This is an optimization exercise on Yosys and OpenROAD, whose aim is small area, a short achievable clock period and few clock cycles per item, not a production implementation. Where RTL was checked, it was by simulation tests only, not by an equivalence proof against the original.

==> inputs of job 9790 <==
## two_way_cache_ctrl
module two_way_cache_ctrl #(
    parameter int ADDR_SIZE       = 32,
    parameter int NUM_SETS        = 16,
    parameter int WORDS_PER_BLOCK = 4
) (
    input  logic                 clk,
    input  logic                 rst,
    input  logic                 cpu_req_valid,
    output logic                 cpu_req_ready,
    input  logic                 cpu_we,
    input  logic [ADDR_SIZE-1:0] cpu_addr,
    input  logic [31:0]          cpu_wdata,
    output logic                 cpu_resp_valid,
    output logic [31:0]          cpu_rdata,
    output logic                 mem_req,
    output logic                 mem_we,
    output logic [ADDR_SIZE-1:0] mem_addr,
    output logic [31:0]          mem_wdata,
    input  logic [31:0]          mem_rdata,
    input  logic                 mem_ack,
    output logic [ADDR_SIZE-1:0] lru_addr,
    output logic                 lru_replace,
    input  logic                 lru_preferred
);
    localparam int WB = $clog2(WORDS_PER_BLOCK);
    localparam int OB = 2 + WB;
    localparam int SB = $clog2(NUM_SETS);
    localparam int TB = ADDR_SIZE - SB - OB;
    localparam int AW = ADDR_SIZE - 2;           
    localparam int NL = NUM_SETS * WORDS_PER_BLOCK;
    localparam int QD = 2;                       
    localparam int QB = $clog2(QD);
    localparam int QC = $clog2(QD + 1);
    localparam int NR = 3;                       
  ...
export LEC_CHECK = 0
export CAP_MARGIN = 20
export CORE_MARGIN = 2
export CORE_UTILIZATION = 45
export CTS_CLUSTER_DIAMETER = 100
export CTS_CLUSTER_SIZE = 24
export SETUP_SLACK_MARGIN = 3.85
export SLEW_MARGIN = 20
export SYNTH_MEMORY_MAX_BITS = 8192
create_clock -name core_clock -period 7.0 [get_ports {clk}]
run.sh (not shown) runs the stock make flow with config.mk's settings and CLKGATE_MAP_FILE= SYNTH_SCRIPT=/design/flow/synth_recipe.tcl, a recipe that flattens the netlist after the stock synthesis.
==> inputs of job 2341, as changes to job 9790 <==
--- a/flow/design.v
+++ b/flow/design.v
@@ -34,19 +34,18 @@
     localparam int NR = 3;                       
     localparam int RB = $clog2(NR);
     localparam int RC = $clog2(NR + 1);
     logic [NL-1:0][31:0]         r_data0, r_data1;
     logic [NUM_SETS-1:0][TB-1:0] r_tag0, r_tag1;
     logic [NUM_SETS-1:0] r_val0, r_val1;
-    logic          r0_v, r0_we, r_ready;           
+    logic          r0_v, r0_we;
     logic [AW-1:0] r0_addr;
     logic [31:0]   r0_wdata;
-    logic          r1_v, r1_we, r1_mdone;
+    logic          r1_v, r1_we;
     logic [NUM_SETS-1:0] r1_soh;                 
-    logic [NL-1:0] r1_swoh;                      
-    logic [NL-1:0] r1_swoh1;                     
+    logic [WORDS_PER_BLOCK-1:0] r1_woh;          
     logic [AW-1:0] r1_addr;
     logic [31:0]   r1_wdata;
     logic          r2_v, r2_we, r2_hit, r2_way;
     logic          r2_mdone, r2_ldone, r2_adone;
     logic          tw_v, tw_way;
     logic [SB-1:0] tw_set;
@@ -95,14 +94,14 @@
         for (int i = 0; i < NUM_SETS; i++) begin
             t0 = t0 | ({TB{r1_soh[i]}} & r_tag0[i]);
             t1 = t1 | ({TB{r1_soh[i]}} & r_tag1[i]);
             v0 = v0 | (r1_soh[i] & r_val0[i]);
             v1 = v1 | (r1_soh[i] & r_val1[i]);
             for (int j = 0; j < WORDS_PER_BLOCK; j++) begin
-                w1_rd0 = w1_rd0 | ({32{r1_swoh[i * WORDS_PER_BLOCK + j]}} & r_data0[i * WORDS_PER_BLOCK + j]);
-                w1_rd1 = w1_rd1 | ({32{r1_swoh1[i * WORDS_PER_BLOCK + j]}} & r_data1[i * WORDS_PER_BLOCK + j]);
+                w1_rd0 = w1_rd0 | ({32{r1_soh[i] & r1_woh[j]}} & r_data0[i * WORDS_PER_BLOCK + j]);
+                w1_rd1 = w1_rd1 | ({32{r1_soh[i] & r1_woh[j]}} & r_data1[i * WORDS_PER_BLOCK + j]);
             end
         end
         w1_hit0 = v0 && t0 == w1_tag;
         w1_hit1 = v1 && t1 == w1_tag;
     end
     logic [SB-1:0] w2_set;
@@ -127,45 +126,31 @@
                          (r2_adone || w2_do_arr || !w2_need_arr);
     assign w2_resp_ok  = rq_cnt != NR;
     assign w2_leave    = r2_v && w2_done && w2_resp_ok;
     assign w2_pref     = lru_preferred ^ r_flip;
     assign w2_flip     = w2_do_lru && (!r2_hit || r2_way == w2_pref);
     logic w1_haz, w1_adv, w1_free, w_acc;
-    logic w_pop, w_push, w_take, w_put, w1_push;
-    logic          wp_we;
-    logic [AW-1:0] wp_addr;
-    logic [31:0]   wp_wdata;
+    logic w_pop, w_push, w_take, w_put;
     always_comb begin
         w1_haz = 1'b0;
         if (r2_v && w2_set == w1_set &&
             ((w2_need_arr && !r2_adone) || (w2_rmiss && !r2_ldone))) w1_haz = 1'b1;
         if (tw_v && tw_set == w1_set) w1_haz = 1'b1;
-        begin
-            logic [WB-1:0] d;
-            d = h_addr[WB-1:0] - w1_word;        
-            if (h_v && !h_we && h_addr[AW-1:WB] == r1_addr[AW-1:WB] &&
-                (d == '0 || {1'b0, d} + {1'b0, h_left} > WORDS_PER_BLOCK - 1))
-                w1_haz = 1'b1;
-        end
+        if (h_v && !h_we && h_addr[AW-1:WB] == r1_addr[AW-1:WB]) w1_haz = 1'b1;
         for (int i = 0; i < QD; i++)
             if (f_ev[i] && !f_we[i] && f_addr[i][AW-1:WB] == r1_addr[AW-1:WB]) w1_haz = 1'b1;
         if (rd_v && rd_set == w1_set) w1_haz = 1'b1;
     end
     assign w1_adv  = r1_v && !w1_haz && (!r2_v || w2_leave);
     assign w1_free = !r1_v || w1_adv;
     assign w_acc   = cpu_req_valid && !r0_v && !rst;
     assign w_pop   = h_v && mem_ack && (h_we || h_left == '0);
-    assign w1_push = r1_v && r1_we && !r1_mdone && w2_mem_ok &&
-                     !(r2_v && w2_need_mem && !r2_mdone);
-    assign w_push  = w2_do_mem || w1_push;
-    assign wp_we    = w1_push ? 1'b1     : r2_we;
-    assign wp_addr  = w1_push ? r1_addr  : r2_addr;
-    assign wp_wdata = w1_push ? r1_wdata : r2_wdata;
+    assign w_push  = w2_do_mem;
     assign w_take  = w_pop && f_cnt != '0;
     assign w_put   = w_push && h_v && !(w_pop && f_cnt == '0);
-    assign cpu_req_ready  = r_ready;
+    assign cpu_req_ready  = !r0_v;
     assign cpu_resp_valid = r_resp_v;
     assign cpu_rdata      = r_resp_d;
     assign mem_req        = h_v;
     assign mem_we         = h_we;
     assign mem_addr       = {h_addr, 2'b00};
     assign mem_wdata      = h_wdata;
@@ -182,13 +167,12 @@
     logic w_crit, w_rq_pop;
     assign w_crit   = h_v && !h_we && h_first && mem_ack;
     assign w_rq_pop = rq_cnt != '0 && rq_rdy[rq_rp];
     always_ff @(posedge clk) begin
         if (rst) begin
             r0_v        <= 1'b0;
-            r_ready     <= 1'b1;
             r1_v        <= 1'b0;
             r2_v        <= 1'b0;
             r_flip      <= 1'b0;
             h_v         <= 1'b0;
             f_ev        <= '0;
             f_cnt       <= '0;
@@ -199,14 +183,13 @@
             rq_rdy      <= '0;
             rq_rp       <= '0;
             rq_wp       <= '0;
             rq_cnt      <= '0;
             r_resp_v    <= 1'b0;
         end else begin
-            r0_v    <= r0_v ? !w1_free : (w_acc && !w1_free);
-            r_ready <= r0_v ? w1_free : !(w_acc && !w1_free);
+            r0_v <= r0_v ? !w1_free : (w_acc && !w1_free);
             if (w1_free) r1_v <= r0_v || w_acc;
             if (w1_adv) r2_v <= 1'b1;
             else if (w2_leave) r2_v <= 1'b0;
             r_flip <= w2_flip;
             if (w_pop) h_v <= f_cnt != '0 || w_push;
             else if (!h_v && w_push) h_v <= 1'b1;
@@ -243,31 +226,26 @@
             r0_wdata <= cpu_wdata;
         end
         if (w1_free) begin
             r1_we    <= r0_v ? r0_we    : cpu_we;
             r1_addr  <= r0_v ? r0_addr  : cpu_addr[ADDR_SIZE-1:2];
             r1_wdata <= r0_v ? r0_wdata : cpu_wdata;
-            r1_mdone <= 1'b0;
             for (int i = 0; i < NUM_SETS; i++)
                 r1_soh[i] <= (r0_v ? r0_addr[OB-2 +: SB] : cpu_addr[OB +: SB]) == i;
-            for (int k = 0; k < NL; k++) begin
-                r1_swoh[k]  <= (r0_v ? r0_addr[0 +: SB + WB] : cpu_addr[2 +: SB + WB]) == k;
-                r1_swoh1[k] <= (r0_v ? r0_addr[0 +: SB + WB] : cpu_addr[2 +: SB + WB]) == k &&
-                               !(r0_v ? r0_we : cpu_we);
-            end
+            for (int j = 0; j < WORDS_PER_BLOCK; j++)
+                r1_woh[j] <= (r0_v ? r0_addr[0 +: WB] : cpu_addr[2 +: WB]) == j;
         end
-        else if (w1_push) r1_mdone <= 1'b1;
         if (w1_adv) begin
             r2_we    <= r1_we;
             r2_addr  <= r1_addr;
             r2_wdata <= r1_wdata;
             r2_hit   <= w1_hit0 || w1_hit1;
             r2_way   <= w1_hit1;
             r2_rd0   <= w1_rd0;
             r2_rd1   <= w1_rd1;
-            r2_mdone <= r1_mdone || w1_push;
+            r2_mdone <= 1'b0;
             r2_ldone <= 1'b0;
             r2_adone <= 1'b0;
         end else begin
             if (w2_do_mem) r2_mdone <= 1'b1;
             if (w2_do_lru) r2_ldone <= 1'b1;
             if (w2_do_arr) r2_adone <= 1'b1;
@@ -282,33 +260,31 @@
                 h_we    <= f_we[f_rp];
                 h_vic   <= f_vic[f_rp];
                 h_rqi   <= f_rqi[f_rp];
                 h_addr  <= f_addr[f_rp];
                 h_wdata <= f_wdata[f_rp];
             end else begin
-                h_we    <= wp_we;
+                h_we    <= r2_we;
                 h_vic   <= w2_pref;
                 h_rqi   <= rq_wp;
-                h_addr  <= wp_addr;
-                h_wdata <= wp_wdata;
+                h_addr  <= r2_addr;
+                h_wdata <= r2_wdata;
             end
             h_first <= 1'b1;
             h_left  <= '1;
         end else if (mem_ack) begin
             h_addr[WB-1:0] <= h_addr[WB-1:0] + 1'b1;
             h_left         <= h_left - 1'b1;
             h_first        <= 1'b0;
         end
-        for (int i = 0; i < QD; i++) begin
-            if (!f_ev[i]) begin
-                f_we[i]    <= wp_we;
-                f_vic[i]   <= w2_pref;
-                f_rqi[i]   <= rq_wp;
-                f_addr[i]  <= wp_addr;
-                f_wdata[i] <= wp_wdata;
-            end
+        if (w_push && h_v) begin
+            f_we[f_wp]    <= r2_we;
+            f_vic[f_wp]   <= w2_pref;
+            f_rqi[f_wp]   <= rq_wp;
+            f_addr[f_wp]  <= r2_addr;
+            f_wdata[f_wp] <= r2_wdata;
         end
         rd_data <= mem_rdata;
         rd_set  <= h_addr[OB-2 +: SB];
         rd_way  <= h_vic;
         rd_word <= h_addr[WB-1:0];
         for (int i = 0; i < NR; i++) begin
@@ -317,37 +293,26 @@
             end else if (w2_leave && rq_wp == i) begin
                 rq_data[i] <= r2_way ? r2_rd1 : r2_rd0;
             end
         end
         r_resp_d <= rq_data[rq_rp];
     end
+    logic          w_wen;
+    logic [SB-1:0] w_wset;
+    logic          w_wway;
+    logic [WB-1:0] w_wword;
     logic [31:0]   w_wdat;
-    logic [NUM_SETS-1:0] w_ra, w_rc;
-    logic [2*WORDS_PER_BLOCK-1:0] w_rb, w_rdd;
-    logic [NL-1:0] w_wen0, w_wen1;
+    assign w_wen   = rd_v || w2_do_arr;
+    assign w_wset  = rd_v ? rd_set  : w2_set;
+    assign w_wway  = rd_v ? rd_way  : r2_way;
+    assign w_wword = rd_v ? rd_word : r2_addr[0 +: WB];
     assign w_wdat  = rd_v ? rd_data : r2_wdata;
-    always_comb begin
-        for (int i = 0; i < NUM_SETS; i++) begin
-            w_ra[i] = w2_do_arr && w2_set == i;
-            w_rc[i] = rd_v && rd_set == i;
-        end
-        for (int k = 0; k < 2 * WORDS_PER_BLOCK; k++) begin
-            w_rb[k]  = {r2_way, r2_addr[0 +: WB]} == k;
-            w_rdd[k] = {rd_way, rd_word} == k;
-        end
-        for (int i = 0; i < NUM_SETS; i++)
-            for (int j = 0; j < WORDS_PER_BLOCK; j++) begin
-                w_wen0[i * WORDS_PER_BLOCK + j] = (w_ra[i] && w_rb[j]) || (w_rc[i] && w_rdd[j]);
-                w_wen1[i * WORDS_PER_BLOCK + j] = (w_ra[i] && w_rb[WORDS_PER_BLOCK + j]) ||
-                                                  (w_rc[i] && w_rdd[WORDS_PER_BLOCK + j]);
-            end
-    end
     always_ff @(posedge clk) begin
         for (int i = 0; i < NL; i++) begin
-            if (w_wen0[i]) r_data0[i] <= w_wdat;
-            if (w_wen1[i]) r_data1[i] <= w_wdat;
+            if (w_wen && !w_wway && {w_wset, w_wword} == i) r_data0[i] <= w_wdat;
+            if (w_wen &&  w_wway && {w_wset, w_wword} == i) r_data1[i] <= w_wdat;
         end
         if (tw_v) begin
             for (int i = 0; i < NUM_SETS; i++) begin
                 if (!tw_way && tw_set == i) r_tag0[i] <= tw_tag;
                 if ( tw_way && tw_set == i) r_tag1[i] <= tw_tag;
             end
- CORE_UTILIZATION: 45 -> 55
- CTS_CLUSTER_DIAMETER: 100 -> default
- CTS_CLUSTER_SIZE: 24 -> default
- SETUP_SLACK_MARGIN: 3.85 -> 4.5
==> inputs of job 164, as changes to job 9790 <==
--- a/flow/design.v
+++ b/flow/design.v
@@ -40,13 +40,12 @@
     logic          r0_v, r0_we, r_ready;           
     logic [AW-1:0] r0_addr;
     logic [31:0]   r0_wdata;
     logic          r1_v, r1_we, r1_mdone;
     logic [NUM_SETS-1:0] r1_soh;                 
     logic [NL-1:0] r1_swoh;                      
-    logic [NL-1:0] r1_swoh1;                     
     logic [AW-1:0] r1_addr;
     logic [31:0]   r1_wdata;
     logic          r2_v, r2_we, r2_hit, r2_way;
     logic          r2_mdone, r2_ldone, r2_adone;
     logic          tw_v, tw_way;
     logic [SB-1:0] tw_set;
@@ -96,13 +95,13 @@
             t0 = t0 | ({TB{r1_soh[i]}} & r_tag0[i]);
             t1 = t1 | ({TB{r1_soh[i]}} & r_tag1[i]);
             v0 = v0 | (r1_soh[i] & r_val0[i]);
             v1 = v1 | (r1_soh[i] & r_val1[i]);
             for (int j = 0; j < WORDS_PER_BLOCK; j++) begin
                 w1_rd0 = w1_rd0 | ({32{r1_swoh[i * WORDS_PER_BLOCK + j]}} & r_data0[i * WORDS_PER_BLOCK + j]);
-                w1_rd1 = w1_rd1 | ({32{r1_swoh1[i * WORDS_PER_BLOCK + j]}} & r_data1[i * WORDS_PER_BLOCK + j]);
+                w1_rd1 = w1_rd1 | ({32{r1_swoh[i * WORDS_PER_BLOCK + j]}} & r_data1[i * WORDS_PER_BLOCK + j]);
             end
         end
         w1_hit0 = v0 && t0 == w1_tag;
         w1_hit1 = v1 && t1 == w1_tag;
     end
     logic [SB-1:0] w2_set;
@@ -246,17 +245,14 @@
             r1_we    <= r0_v ? r0_we    : cpu_we;
             r1_addr  <= r0_v ? r0_addr  : cpu_addr[ADDR_SIZE-1:2];
             r1_wdata <= r0_v ? r0_wdata : cpu_wdata;
             r1_mdone <= 1'b0;
             for (int i = 0; i < NUM_SETS; i++)
                 r1_soh[i] <= (r0_v ? r0_addr[OB-2 +: SB] : cpu_addr[OB +: SB]) == i;
-            for (int k = 0; k < NL; k++) begin
-                r1_swoh[k]  <= (r0_v ? r0_addr[0 +: SB + WB] : cpu_addr[2 +: SB + WB]) == k;
-                r1_swoh1[k] <= (r0_v ? r0_addr[0 +: SB + WB] : cpu_addr[2 +: SB + WB]) == k &&
-                               !(r0_v ? r0_we : cpu_we);
-            end
+            for (int k = 0; k < NL; k++)
+                r1_swoh[k] <= (r0_v ? r0_addr[0 +: SB + WB] : cpu_addr[2 +: SB + WB]) == k;
         end
         else if (w1_push) r1_mdone <= 1'b1;
         if (w1_adv) begin
             r2_we    <= r1_we;
             r2_addr  <= r1_addr;
             r2_wdata <= r1_wdata;
- CORE_UTILIZATION: 45 -> 40
==> comparison table <==
                                                                            job 2341          job 9790           job 164
Switching Fraction                                                                 -            0.2497            0.2519
Dominant class by area                                                             -  sequential cells  sequential cells
First-pass DRT Iterations                                                          -                 8                 8
Die Width                                                                   609.2 um          680.9 um          718.3 um
Number of max-slew violations in the final report                                  -                 0                 0
Number of ordinary inverters in the final layout                                   -                48                51
Count of flip-flops with a built-in enable after synthesis                      5370              5495              5431
Number of well-tap cells placed                                                    -              6000              6732
Footprint of the multi-input gates                                                 -      0.03626 mm^2      0.03613 mm^2
Core footprint                                                                     -       0.4561 mm^2       0.5088 mm^2
Hold Slack                                                                         -         0.3797 ns         0.3823 ns
Count of final hold-check violations                                               -                 0                 0
Footprint of the flip-flops and latches                                            -       0.1697 mm^2       0.1677 mm^2
Floorplan die height                                                        609.2 um          680.9 um          718.3 um
Reg2Reg Launch Point                                                               -            r2_way              rd_v
Number of distinct library cells after synthesis                                  57                69                58
Setup crit start                                                                   -            r2_way              rd_v
Count of buffer and inverter cells on the critical path                            -                 2                 3
DRT Wirelength                                                                     -          827.5 mm          811.6 mm
Startpoint type of the worst setup path                                            -              flop              flop
Yosys top cell area share                                                     0.8005            0.8003            0.7991
Worst reg2reg setup slack                                                          -           3.63 ns           3.69 ns
Signal buffers                                                                     -               882               888
Critical path capture point                                                        -    rq_data[2][27]       r_data0[14]
Avg Inst Size Synth                                                       19.13 um^2        18.90 um^2        19.04 um^2
Outcome                                                               did not finish    finished clean    finished clean
Failing step                                                global routing (5_1_grt)                 -                 -
Post-detailed-route count of antenna-violating nets                                -                 0                 0
Testbench counts of job 9790, summed over its fixed seeds: cycles 7,197, items 3,200.
Testbench counts of job 164, summed over its fixed seeds: cycles 7,197, items 3,200.
For job 2341, only the layout was checked, not whether the RTL still works.

port drivers added, routing unchanged:
How much do the figures lean on ideal ports? The routed layouts below were timed once more, with nothing changed but the port constraints.
Step 1, drivers: a clkbuf_16 drives clk and a buf_2 each remaining input, both assumed.
Step 2 also shifts input and output timing later by t, the mid clock arrival at the registers, as if the neighbouring blocks saw the same clock.
Three values: ideal ports, drivers, drivers and shift; two values: the first two.
| run | t, ns | setup slack, ns | clock arrival spread, ns | worst slew at a driven data input, ns | pins driven straight from the clock port |
|---|---|---|---|---|---|
| job 9790 | 1.113 | 3.633 / 3.633 / 3.126 | 0.057 / 0.057 | 0.20 | 1 |
| job 164 | 1.149 | 3.691 / 3.691 / 2.910 | 0.076 / 0.077 | 0.17 | 1 |
After both steps setup and hold are still met in every run listed. The setup slack of job 164, which loses most, moves by 0.000 ns with the drivers and by -0.781 ns with both steps.
